Background: an optimization exercise with open tools, aiming at small area. Do not read the settings as production practice.
In this exercise RTL edits were held to simulation tests only and were not proved equivalent to the original.

==> flow/design.v <==
package tue_pkg;
  localparam int unsigned MAU_TCAM_KEY_W = 512;
  typedef enum logic [1:0] {
    TUE_INSERT = 2'd0,
    TUE_DELETE = 2'd1,
    TUE_MODIFY = 2'd2,
    TUE_FLUSH  = 2'd3
  } tue_op_t;
  typedef struct packed {
    tue_op_t                   op;
    logic [4:0]                stage;
    logic [15:0]               table_id;
    logic [MAU_TCAM_KEY_W-1:0] key;
    logic [MAU_TCAM_KEY_W-1:0] mask;
    logic [15:0]               action_id;
    logic [111:0]              params;
  } tue_req_t;
endpackage
module tue_apb_regs #(
  parameter int unsigned ADDR_W = 12,
  parameter int unsigned KEY_W  = 512
) (
  input  logic              clk,
  input  logic              rst_n,
  input  logic              psel,
  input  logic              penable,
  input  logic              pwrite,
  input  logic [ADDR_W-1:0] paddr,
  input  logic [31:0]       pwdata,
  output logic [31:0]       prdata,
  output logic              pready,
  output logic              pslverr,
  output logic              req_valid,
  input  logic              req_ready,
  output tue_pkg::tue_req_t req,
  input  logic              tue_done,
  input  logic              tue_err
);
  localparam int unsigned WORD_W = ADDR_W - 2;
  localparam int unsigned W_CMD    = 0;
  localparam int unsigned W_TID    = 1;
  localparam int unsigned W_STAGE  = 2;
  localparam int unsigned W_FIRST  = 4;
  localparam int unsigned W_LAST   = 39;
  localparam int unsigned W_STATUS = 40;
  localparam int unsigned W_COMMIT = 41;
  logic [1:0]        op_q;
  logic [15:0]       table_id_q;
  logic [4:0]        stage_q;
  logic [31:0]       wd_q [W_FIRST:W_LAST];
  logic              clr_q;
  logic              wait_q;
  logic              done_q;
  logic              err_q;
  logic              cmd_err_q;
  logic [WORD_W-1:0] word;
  logic              low;
  logic [W_COMMIT:0] hit;
  logic              hit_shadow, mapped;
  logic              busy, access, err_resp, wr_ok;
  logic [W_COMMIT:0] we, hold;
  logic [31:0]       rdata;
  logic              unused_addr_lsb;
  assign unused_addr_lsb = ^paddr[1:0];
  assign pready          = 1'b1;
  assign word = paddr[ADDR_W-1:2];
  assign low  = (word[WORD_W-1:6] == '0);
  always_comb begin
    for (int unsigned i = 0; i <= W_COMMIT; i++) hit[i] = low & (word[5:0] == 6'(i));
    hit_shadow = hit[W_CMD] | hit[W_TID] | hit[W_STAGE] | (|hit[W_LAST:W_FIRST]);
    mapped     = hit_shadow | hit[W_STATUS] | hit[W_COMMIT];
  end
  assign busy   = req_valid | wait_q;
  assign access = psel & penable;
  always_comb begin
    err_resp = ~mapped
             | (pwrite & hit[W_STATUS])
             | (pwrite & busy & (hit_shadow | hit[W_COMMIT]));
    wr_ok    = access & pwrite & ~err_resp & ~clr_q;
  end
  always_comb begin
    for (int unsigned i = 0; i <= W_COMMIT; i++) begin
      we[i]   = wr_ok & hit[i];
      hold[i] = ~(we[i] | clr_q);
    end
  end
  localparam int unsigned NSRC = 40;    
  logic [31:0] src_d [NSRC];
  logic        src_s [NSRC];
  logic [31:0] src_v [NSRC];
  always_comb begin
    for (int unsigned i = 0; i < NSRC; i++) begin
      src_d[i] = '0;
      src_s[i] = 1'b0;
      src_v[i] = '0;
    end
    src_d[0] = {30'b0, op_q};        src_s[0] = hit[W_CMD];    src_v[0] = 32'h3;
    src_d[1] = {16'b0, table_id_q};  src_s[1] = hit[W_TID];    src_v[1] = 32'hFFFF;
    src_d[2] = {27'b0, stage_q};     src_s[2] = hit[W_STAGE];  src_v[2] = 32'h1F;
    src_d[3] = {28'b0, cmd_err_q, err_q, done_q, busy};
    src_s[3] = hit[W_STATUS]; src_v[3] = 32'hF;
    for (int unsigned i = W_FIRST; i <= W_LAST; i++) begin
      src_d[i] = wd_q[i]; src_s[i] = hit[i]; src_v[i] = '1;
    end
  end
  logic [13:0] rd_n [32];
  for (genvar b = 0; b < 32; b++) begin : g_rd
    localparam int unsigned NB = (b < 2) ? 40 : (b < 4) ? 39 : (b < 5) ? 38 : (b < 16) ? 37 : 36;
    localparam int unsigned NG = (NB + 2) / 3;
    logic [NB-1:0] d, s;
    always_comb begin
      int unsigned k;
      k = 0;
      d = '0;
      s = '0;
      for (int unsigned i = 0; i < NSRC; i++) begin
        if (src_v[i][b]) begin
          d[k] = src_d[i][b];
          s[k] = src_s[i];
          k = k + 1;
        end
      end
    end
    for (genvar g = 0; g < NG; g++) begin : g_grp
      if (3 * g + 2 < NB) begin : g3
        tue_rd3 u_rd (.a1(d[3*g]), .b1(s[3*g]), .a2(d[3*g+1]), .b2(s[3*g+1]),
                      .a3(d[3*g+2]), .b3(s[3*g+2]), .y_n(rd_n[b][g]));
      end else if (3 * g + 1 < NB) begin : g2
        tue_rd2 u_rd (.a1(d[3*g]), .b1(s[3*g]), .a2(d[3*g+1]), .b2(s[3*g+1]),
                      .y_n(rd_n[b][g]));
      end else begin : g1
        assign rd_n[b][g] = ~(d[3*g] & s[3*g]);
      end
    end
    for (genvar g = NG; g < 14; g++) begin : g_pad
      assign rd_n[b][g] = 1'b1;
    end
    assign rdata[b] = ~(&rd_n[b]);
  end
  assign prdata  = rdata;
  assign pslverr = access & err_resp;
  always_ff @(posedge clk or negedge rst_n) begin
    if (!rst_n) clr_q <= 1'b1;
    else        clr_q <= 1'b0;
  end
  logic [1:0]  op_d;
  logic [15:0] table_id_d;
  logic [4:0]  stage_d;
  logic [31:0] wd_d [W_FIRST:W_LAST];
  for (genvar b = 0; b < 2; b++) begin : g_op
    tue_hold u_h (.we(we[W_CMD]), .wd(pwdata[b]), .hold(hold[W_CMD]), .q(op_q[b]), .d(op_d[b]));
  end
  for (genvar b = 0; b < 16; b++) begin : g_tid
    tue_hold u_h (.we(we[W_TID]), .wd(pwdata[b]), .hold(hold[W_TID]), .q(table_id_q[b]),
                  .d(table_id_d[b]));
  end
  for (genvar b = 0; b < 5; b++) begin : g_stage
    tue_hold u_h (.we(we[W_STAGE]), .wd(pwdata[b]), .hold(hold[W_STAGE]), .q(stage_q[b]),
                  .d(stage_d[b]));
  end
  for (genvar w = W_FIRST; w <= W_LAST; w++) begin : g_wd
    for (genvar b = 0; b < 32; b++) begin : g_b
      tue_hold u_h (.we(we[w]), .wd(pwdata[b]), .hold(hold[w]), .q(wd_q[w][b]), .d(wd_d[w][b]));
    end
  end
  always_ff @(posedge clk) begin
    op_q       <= op_d;
    table_id_q <= table_id_d;
    stage_q    <= stage_d;
    for (int unsigned i = W_FIRST; i <= W_LAST; i++) wd_q[i] <= wd_d[i];
  end
  always_comb begin
    req.op        = tue_pkg::tue_op_t'(op_q);
    req.stage     = stage_q;
    req.table_id  = table_id_q;
    for (int unsigned i = 0; i < 16; i++) begin
      req.key[32*i +: 32]  = wd_q[W_FIRST + i];
      req.mask[32*i +: 32] = wd_q[W_FIRST + 16 + i];
    end
    req.action_id       = wd_q[36][15:0];
    req.params[111:96]  = wd_q[36][31:16];
    req.params[31:0]    = wd_q[37];
    req.params[63:32]   = wd_q[38];
    req.params[95:64]   = wd_q[39];
  end
  always_ff @(posedge clk or negedge rst_n) begin
    if (!rst_n) begin
      req_valid <= 1'b0;
      wait_q    <= 1'b0;
      done_q    <= 1'b0;
      err_q     <= 1'b0;
      cmd_err_q <= 1'b0;
    end else begin
      if (we[W_COMMIT] && pwdata[0]) begin
        req_valid <= 1'b1;
        done_q    <= 1'b0;
        err_q     <= 1'b0;
        cmd_err_q <= 1'b0;
      end
      if (req_valid && req_ready) begin
        req_valid <= 1'b0;
        wait_q    <= 1'b1;
      end
      if (wait_q && tue_done) begin
        done_q <= 1'b1;
        err_q  <= tue_err;
        wait_q <= 1'b0;
      end
      if (access && pwrite && hit[W_COMMIT] && busy) cmd_err_q <= 1'b1;
    end
  end
endmodule
module tue_hold (
  input  logic we,
  input  logic wd,
  input  logic hold,
  input  logic q,
  output logic d
);
  assign d = (we & wd) | (hold & q);
endmodule
module tue_rd3 (
  input  logic a1, b1, a2, b2, a3, b3,
  output logic y_n
);
  assign y_n = ~((a1 & b1) | (a2 & b2) | (a3 & b3));
endmodule
module tue_rd2 (
  input  logic a1, b1, a2, b2,
  output logic y_n
);
  assign y_n = ~((a1 & b1) | (a2 & b2));
endmodule
Settings: LEC_CHECK=0, ABC_CLOCK_PERIOD_IN_PS=5000, CAP_MARGIN=5, CORE_MARGIN=2, CORE_UTILIZATION=55, SETUP_SLACK_MARGIN=0.2, SLEW_MARGIN=5, SYNTH_HIERARCHICAL=1, SYNTH_MINIMUM_KEEP_SIZE=0; clock period 10.0 ns.
standard.sh (not shown) runs the stock make flow with config.mk's settings and CLKGATE_MAP_FILE= SYNTH_SCRIPT=/design/flow/synth_recipe.tcl, a recipe that flattens the netlist after the stock synthesis.
==> flow/flow/run.sh <==
#!/bin/bash
# Standard ORFS layout, with these changes:
# - ports are buffered with the smallest buffer (buf_1) instead of ORFS's default choice;
# - pins may sit on adjacent routing tracks, so the die need not grow to fit the 1262 ports;
# - CTS inserts no dummy loads and builds the tree from clkbuf_4/clkbuf_8, up to 14 flip-flops per leaf buffer.
set -euo pipefail
export BUFFER_PORTS_ARGS="-buffer_cell sky130_fd_sc_hd__buf_1"
export PLACE_PINS_ARGS="-min_distance 1 -min_distance_in_tracks"
export CTS_ARGS="-sink_clustering_enable -repair_clock_nets -dont_use_dummy_load -sink_clustering_size 14 -sink_clustering_max_diameter 60 -buf_list {sky130_fd_sc_hd__clkbuf_4 sky130_fd_sc_hd__clkbuf_8}"
bash standard.sh > standard_flow.log 2>&1
Rerun with:
--- a/flow/design.v
+++ b/flow/design.v
@@ -78,6 +78,8 @@
              | (pwrite & busy & (hit_shadow | hit[W_COMMIT]));
     wr_ok    = access & pwrite & ~err_resp & ~clr_q;
   end
+  logic [31:0] pww;
+  assign pww = pwdata & {32{wr_ok}};
   always_comb begin
     for (int unsigned i = 0; i <= W_COMMIT; i++) begin
       we[i]   = wr_ok & hit[i];
@@ -148,19 +150,19 @@
   logic [4:0]  stage_d;
   logic [31:0] wd_d [W_FIRST:W_LAST];
   for (genvar b = 0; b < 2; b++) begin : g_op
-    tue_hold u_h (.we(we[W_CMD]), .wd(pwdata[b]), .hold(hold[W_CMD]), .q(op_q[b]), .d(op_d[b]));
+    tue_hold u_h (.we(hit[W_CMD]), .wd(pww[b]), .hold(hold[W_CMD]), .q(op_q[b]), .d(op_d[b]));
   end
   for (genvar b = 0; b < 16; b++) begin : g_tid
-    tue_hold u_h (.we(we[W_TID]), .wd(pwdata[b]), .hold(hold[W_TID]), .q(table_id_q[b]),
+    tue_hold u_h (.we(hit[W_TID]), .wd(pww[b]), .hold(hold[W_TID]), .q(table_id_q[b]),
                   .d(table_id_d[b]));
   end
   for (genvar b = 0; b < 5; b++) begin : g_stage
-    tue_hold u_h (.we(we[W_STAGE]), .wd(pwdata[b]), .hold(hold[W_STAGE]), .q(stage_q[b]),
+    tue_hold u_h (.we(hit[W_STAGE]), .wd(pww[b]), .hold(hold[W_STAGE]), .q(stage_q[b]),
                   .d(stage_d[b]));
   end
   for (genvar w = W_FIRST; w <= W_LAST; w++) begin : g_wd
     for (genvar b = 0; b < 32; b++) begin : g_b
-      tue_hold u_h (.we(we[w]), .wd(pwdata[b]), .hold(hold[w]), .q(wd_q[w][b]), .d(wd_d[w][b]));
+      tue_hold u_h (.we(hit[w]), .wd(pww[b]), .hold(hold[w]), .q(wd_q[w][b]), .d(wd_d[w][b]));
     end
   end
   always_ff @(posedge clk) begin
What happened: Now the flow did not get past global routing (GRT-0116). Area after synthesis grows by 0.60%. Synthesized cell count climbs by 0.94%.

-- afterwards: timing with drivers on the ports --
The flow's constraints put no driver on any port. The routed layout listed below was extracted and timed again, unchanged, in two steps.
Step 1 sets driving cells, clkbuf_16 on the clock port and buf_2 on the other inputs (assumed; they add their load-dependent delay and slew).
Step 2 adds t to the input delays and takes it off the output delays; t is the mean of the earliest and latest rising clock arrival at the registers after step 1. Input paths then give back, and output paths get back, about the clock's delay inside the block.
a / b / c = ideal ports / drivers / drivers and shift; a / b = the first two.
run: the first run
t, ns: 0.796
setup slack, ns: 2.061 / 2.026 / 2.026
worst register clock-pin slew, ns: 0.10 / 0.10
After both steps setup and hold are still met in the first run. The setup slack of the first run moves by -0.035 ns with the drivers and by -0.035 ns with both steps.
